From an optimization exercise on the open Yosys and OpenROAD flow, aimed at small area, a short achievable clock period and few clock cycles per item; shortcuts taken in it are not production practice. Function was checked by simulation only, so behaviour that the tests miss may differ from the original. Power figures rest on the tool's default switching activity, not on a simulated workload.

Design linear_scan_register_allocator_unit, start of the top module:
module linear_scan_register_allocator_unit #(
  parameter int MAX_REGS = lsra_pkg::MAX_REGS_DEF
) (
  input  logic                        clk,
  input  logic                        rst_n,
  input  logic                        in_valid,
  output logic                        in_ready,
  input  logic [lsra_pkg::VAR_W-1:0]   in_var_id,
  input  logic [lsra_pkg::POINT_W-1:0] in_start_point,
  input  logic [lsra_pkg::POINT_W-1:0] in_end_point,
  output logic                        out_valid,
  input  logic                        out_ready,
  output logic [lsra_pkg::VAR_W-1:0]   out_var,
  output logic                        out_spilled,
  output logic [lsra_pkg::REG_IDX_W-1:0] out_reg_index,
  output logic [lsra_pkg::SLOT_W-1:0]  out_stack_slot,
  output logic                        out_last,
  input  logic                        psel,
  input  logic                        penable,
  input  logic                        pwrite,
  input  logic [lsra_pkg::CFG_AW-1:0] paddr,
  input  logic [lsra_pkg::CFG_DW-1:0] pwdata,
  output logic [lsra_pkg::CFG_DW-1:0] prdata,
  output logic                        pready
);
Size: roughly 3700 cells after synthesis, about 850 flip-flops, ~47000 sq um of cells after synthesis.
clock: 8.0 ns
lec_check: 0
cap_margin: 20
core_margin: 2
core_utilization: 40
setup_slack_margin: 4.5
slew_margin: 20
run.sh (not shown) runs the stock make flow with config.mk's settings and CLKGATE_MAP_FILE= SYNTH_SCRIPT=/design/flow/synth_recipe.tcl, a recipe that flattens the netlist after the stock synthesis.
The starting point produced a clean layout.
Testbench counts at the start, summed over its fixed seeds: cycles 14,328, items 12,000.
Edit:
ABC_AREA = 1   (was not set)
CTS_CLUSTER_DIAMETER = 150   (was not set)
CTS_CLUSTER_SIZE = 20   (was not set)
Result: The changed run went through all stages and came out clean. Setup slack improves by 0.037 ns. Critical path depth shrinks by 6. Count of clock-buffer cells in the layout shrinks by 48. Fmax grows by 1.0%. Die area grows by 2.8%. Power shrinks by 18%. Cell count grows by 16%.
Edit:
CORE_UTILIZATION = 30   (was 40)
CTS_CLUSTER_DIAMETER = 100   (was 150)
CTS_CLUSTER_SIZE = 25   (was 20)
The new run finished clean.
Final area rose by 2.4%.
Sequential cell count is unchanged.
Global-route usage fell by 5.2 points.
Routed wire length rises by 6.1%.
Sequential share of layout area is lower by 1.1 points.
Cell count rises by 7.7%.
Combinational power increases by about 1%.
Die area rose by 33%.
Edit:
CORE_UTILIZATION = 40   (was 30)
After rerunning: The changed run completed with no timing, DRC or antenna violations. Worst hold slack is better by 0.012 ns. Core utilization increases by 10 points. Global-route usage went up by 5.1 points. Routed wire length fell by 5.9%. Area after synthesis is unchanged. Worst setup slack gets worse by 0.017 ns. Via count went down by 1.9%. First-iteration DRC count drops by 12%.

* * *

== ember ==
Another version of the RTL of linear_scan_register_allocator_unit (not shown whole).
Size in the first run: about 3500 cells after synthesis, ~160 I/O pins, about 45000 µm² of cells after synthesis.
export LEC_CHECK = 0
export CAP_MARGIN = 20
export CORE_MARGIN = 2
export CORE_UTILIZATION = 40
export SETUP_SLACK_MARGIN = 5
export SLEW_MARGIN = 20
create_clock -name core_clock -period 8.0 [get_ports {clk}]
Testbench counts of ember, summed over its fixed seeds: cycles 14,328, items 12,000.
The inputs of lagoon differ from those of ember as listed below.
- clearing SETUP_SLACK_MARGIN, which used to be 5
Results
Taking ember as the reference, in lagoon final period utilization up 20 points, number of vias per cell went down 0.055, data required time at the worst endpoint roughly the same, count of flip-flops with a built-in enable after synthesis comparable.
Minimum hold slack across lagoon and ember: no real change.
The setup slack number comes out higher for ember vs lagoon.
Summary of lagoon over ember: multi-input combinational cell count shows no meaningful change, maximum count of clock buffers along a single path essentially unchanged, power spent charging and discharging nets shrank by 5.7%, utilization of the core after routing fell by 7.2 points, static leakage shrank by about 14%.

* * *

== job 9481 ==
RTL: one of the versions met above, not the one the previous note started from.
Size: roughly 850 flip-flops, about 160 I/O pins.
Settings: LEC_CHECK=0, ABC_AREA=1, CAP_MARGIN=20, CORE_MARGIN=2, CORE_UTILIZATION=40, SETUP_SLACK_MARGIN=4.75, SLEW_MARGIN=20; clock period 8.0 ns.
Testbench counts of job 9481, summed over its fixed seeds: cycles 14,328, items 12,000.
The following lists how job 8668 was set up differently from job 9481:
# job 9481
export LEC_CHECK = 0
export ABC_AREA = 1
export CAP_MARGIN = 20
export CORE_MARGIN = 2
export CORE_UTILIZATION = 40
export SETUP_SLACK_MARGIN = 4.75
export SLEW_MARGIN = 20
create_clock -name core_clock -period 8.0 [get_ports {clk}]
# job 8668
export LEC_CHECK = 0
export ABC_AREA = 1
export CAP_MARGIN = 20
export CORE_MARGIN = 2
export CORE_UTILIZATION = 40
export CTS_CLUSTER_DIAMETER = 100
export CTS_CLUSTER_SIZE = 25
export PLACE_DENSITY = 0.75
export SETUP_SLACK_MARGIN = 4.5
export SLEW_MARGIN = 20
create_clock -name core_clock -period 8.0 [get_ports {clk}]
==> comparison <==
For job 8668, the capturing element of the worst setup path was u_ctrl.gx_r[5], unlike job 9481, where it was prdata[0]. Job 8668: full flow OK, the timing, design-rule and antenna checks passed. Job 8668: final area lower than job 9481. On job 8668: count of clock-buffer cells in the layout is about 54% lower than what job 9481 gave. Relative to job 9481, total wire length has gone down in job 8668.
Relative to job 8668, the following input files were edited for job 3803:
# job 8668
export LEC_CHECK = 0
export ABC_AREA = 1
export CAP_MARGIN = 20
export CORE_MARGIN = 2
export CORE_UTILIZATION = 40
export CTS_CLUSTER_DIAMETER = 100
export CTS_CLUSTER_SIZE = 25
export PLACE_DENSITY = 0.75
export SETUP_SLACK_MARGIN = 4.5
export SLEW_MARGIN = 20
create_clock -name core_clock -period 8.0 [get_ports {clk}]
# job 3803
export LEC_CHECK = 0
export ABC_AREA = 1
export CAP_MARGIN = 20
export CORE_MARGIN = 2
export CORE_UTILIZATION = 40
export CTS_CLUSTER_DIAMETER = 150
export CTS_CLUSTER_SIZE = 25
export SETUP_SLACK_MARGIN = 4.5
export SLEW_MARGIN = 20
create_clock -name core_clock -period 8.0 [get_ports {clk}]
Notes after the runs:
sky130_fd_sc_hd__inv_1 as the slowest stage cell on the critical path was reported by job 8668, and sky130_fd_sc_hd__buf_2 by job 3803.
On sequential share of cell area: between job 8668 and job 3803, it ends up lower for job 8668.
In job 3803 the number of clock buffer instances in the layout turned out about 5% lower than in job 8668.
Re total power after layout: job 3803 is 2.5% down on job 8668.
When job 3803 is set beside job 8668, its maximum vdd drop turns out to be 0.012 mV smaller.
The antenna diode count of job 3803 falls short of that of job 8668 by 1.
Looking at final core area utilization, job 3803 sits 0.19 points lower than job 8668 does.
Comparing job 8668 and job 3803, the higher layout overhead on the synthesized area was measured on job 8668.
Job 3803 -> job 8668: footprint of the multi-input gates flat
Changes in job 8057 relative to job 3803:
# job 3803
export LEC_CHECK = 0
export ABC_AREA = 1
export CAP_MARGIN = 20
export CORE_MARGIN = 2
export CORE_UTILIZATION = 40
export CTS_CLUSTER_DIAMETER = 150
export CTS_CLUSTER_SIZE = 25
export SETUP_SLACK_MARGIN = 4.5
export SLEW_MARGIN = 20
create_clock -name core_clock -period 8.0 [get_ports {clk}]
# job 8057
export LEC_CHECK = 0
export ABC_AREA = 1
export CAP_MARGIN = 20
export CORE_MARGIN = 2
export CORE_UTILIZATION = 40
export CTS_CLUSTER_DIAMETER = 100
export CTS_CLUSTER_SIZE = 25
export SETUP_SLACK_MARGIN = 4.65
export SLEW_MARGIN = 20
create_clock -name core_clock -period 8.0 [get_ports {clk}]
## What came out
- Between job 3803 and job 8057, the routing usage on met3 does not differ in any meaningful way.
- Job 8057 vs job 3803 — share of the core filled with cells rose 0.67 points.
- As of job 8057, non-clock buffer count had risen by more than 10% compared to job 3803.
- From job 3803 to job 8057 the numbers moved as follows: share of the final layout cell area in multi-input gates level, placed standard-cell area did not really move.
Changes in job 2975 relative to job 8057:
# job 8057
export LEC_CHECK = 0
export ABC_AREA = 1
export CAP_MARGIN = 20
export CORE_MARGIN = 2
export CORE_UTILIZATION = 40
export CTS_CLUSTER_DIAMETER = 100
export CTS_CLUSTER_SIZE = 25
export SETUP_SLACK_MARGIN = 4.65
export SLEW_MARGIN = 20
create_clock -name core_clock -period 8.0 [get_ports {clk}]
# job 2975
export LEC_CHECK = 0
export ABC_AREA = 1
export CAP_MARGIN = 20
export CORE_MARGIN = 2
export CORE_UTILIZATION = 40
export SETUP_SLACK_MARGIN = 4.5
export SLEW_MARGIN = 20
create_clock -name core_clock -period 8.0 [get_ports {clk}]
--- outcome ---
For job 2975, the highest metal layer used by the detailed router was met4, unlike job 8057, where it was met5. Any difference in die span in y between job 2975 and job 8057 is small enough to ignore. Job 2975: non-clock buffer count is 11% lower than what job 8057 reported. On hold slack, job 8057 beats job 2975. Relative to job 8057, minimum clock period has gone up in job 2975. Job 8057 → job 2975: layout cell share with drive strength beyond 1 increased by 0.82 points relative to the old numbers, post-CTS setup buffer count decreased by 10 relative to the old numbers, final clock period utilization by the worst path increased by 0.17 points relative to the old numbers.
Edits applied to the flow inputs when going from job 2975 to job 1885:
# job 2975
export LEC_CHECK = 0
export ABC_AREA = 1
export CAP_MARGIN = 20
export CORE_MARGIN = 2
export CORE_UTILIZATION = 40
export SETUP_SLACK_MARGIN = 4.5
export SLEW_MARGIN = 20
create_clock -name core_clock -period 8.0 [get_ports {clk}]
# job 1885
export LEC_CHECK = 0
export ABC_AREA = 1
export CAP_MARGIN = 20
export CORE_MARGIN = 2
export CORE_UTILIZATION = 40
export CTS_CLUSTER_DIAMETER = 100
export CTS_CLUSTER_SIZE = 25
export SETUP_SLACK_MARGIN = 4.5
export SLEW_MARGIN = 20
export TNS_END_PERCENT = 10
create_clock -name core_clock -period 8.0 [get_ports {clk}]
Results
Job 2975 → job 1885: routed via count lower; global-route met2 utilization now sits lower; cell leakage power dropped 0.00095 uW. Going from job 2975 to job 1885, total instance count after detailed placement saw little to no change; length of routed met2 wiring saw a decrease. Setup slack in job 1885 is smaller than in job 2975. Summary — finished layout cell area, job 1885 relative to job 2975: lower, by 4.1%.

[static timing again, ports no longer ideal]
Ports are ideal in the flow. The routed layouts listed here were re-timed in OpenROAD. Step 1 sets driving cells, clkbuf_16 on the clock port and buf_2 on the other inputs (assumed; they add their load-dependent delay and slew). Step 2, shift: input delay + t, output delay - t, t = (earliest + latest rising clock arrival at the registers) / 2. This alone moves slack from input paths to output paths. Slacks: ideal ports / drivers / drivers and shift; pairs: ideal ports / drivers.
run	shift t [ns]	slack for setup (ns)	clock arrival spread, ns
the first run of note 1	0.754	4.431 / 4.394 / 4.394	0.056 / 0.055
the second run of note 1	0.736	4.468 / 4.399 / 4.440	0.041 / 0.041
the third run of note 1	0.709	4.497 / 4.447 / 4.053	0.058 / 0.058
the fourth run of note 1	0.705	4.479 / 4.440 / 4.440	0.046 / 0.046
ember	0.746	3.982 / 3.982 / 3.982	0.052 / 0.052
lagoon	0.742	2.378 / 2.378 / 2.378	0.037 / 0.037
job 9481	0.765	4.499 / 4.450 / 4.450	0.034 / 0.034
job 8668	0.727	4.430 / 4.430 / 4.106	0.044 / 0.044
job 3803	0.702	4.488 / 4.440 / 4.440	0.047 / 0.047
job 8057	0.722	4.486 / 4.432 / 4.257	0.044 / 0.043
job 2975	0.752	4.472 / 4.404 / 4.440	0.026 / 0.027
job 1885	0.724	4.306 / 4.231 / 4.037	0.047 / 0.047
After both steps every run listed still meets setup and hold. For the third run of note 1, which loses most, drivers alone change the setup slack by -0.050 ns; drivers and shift together by -0.444 ns.
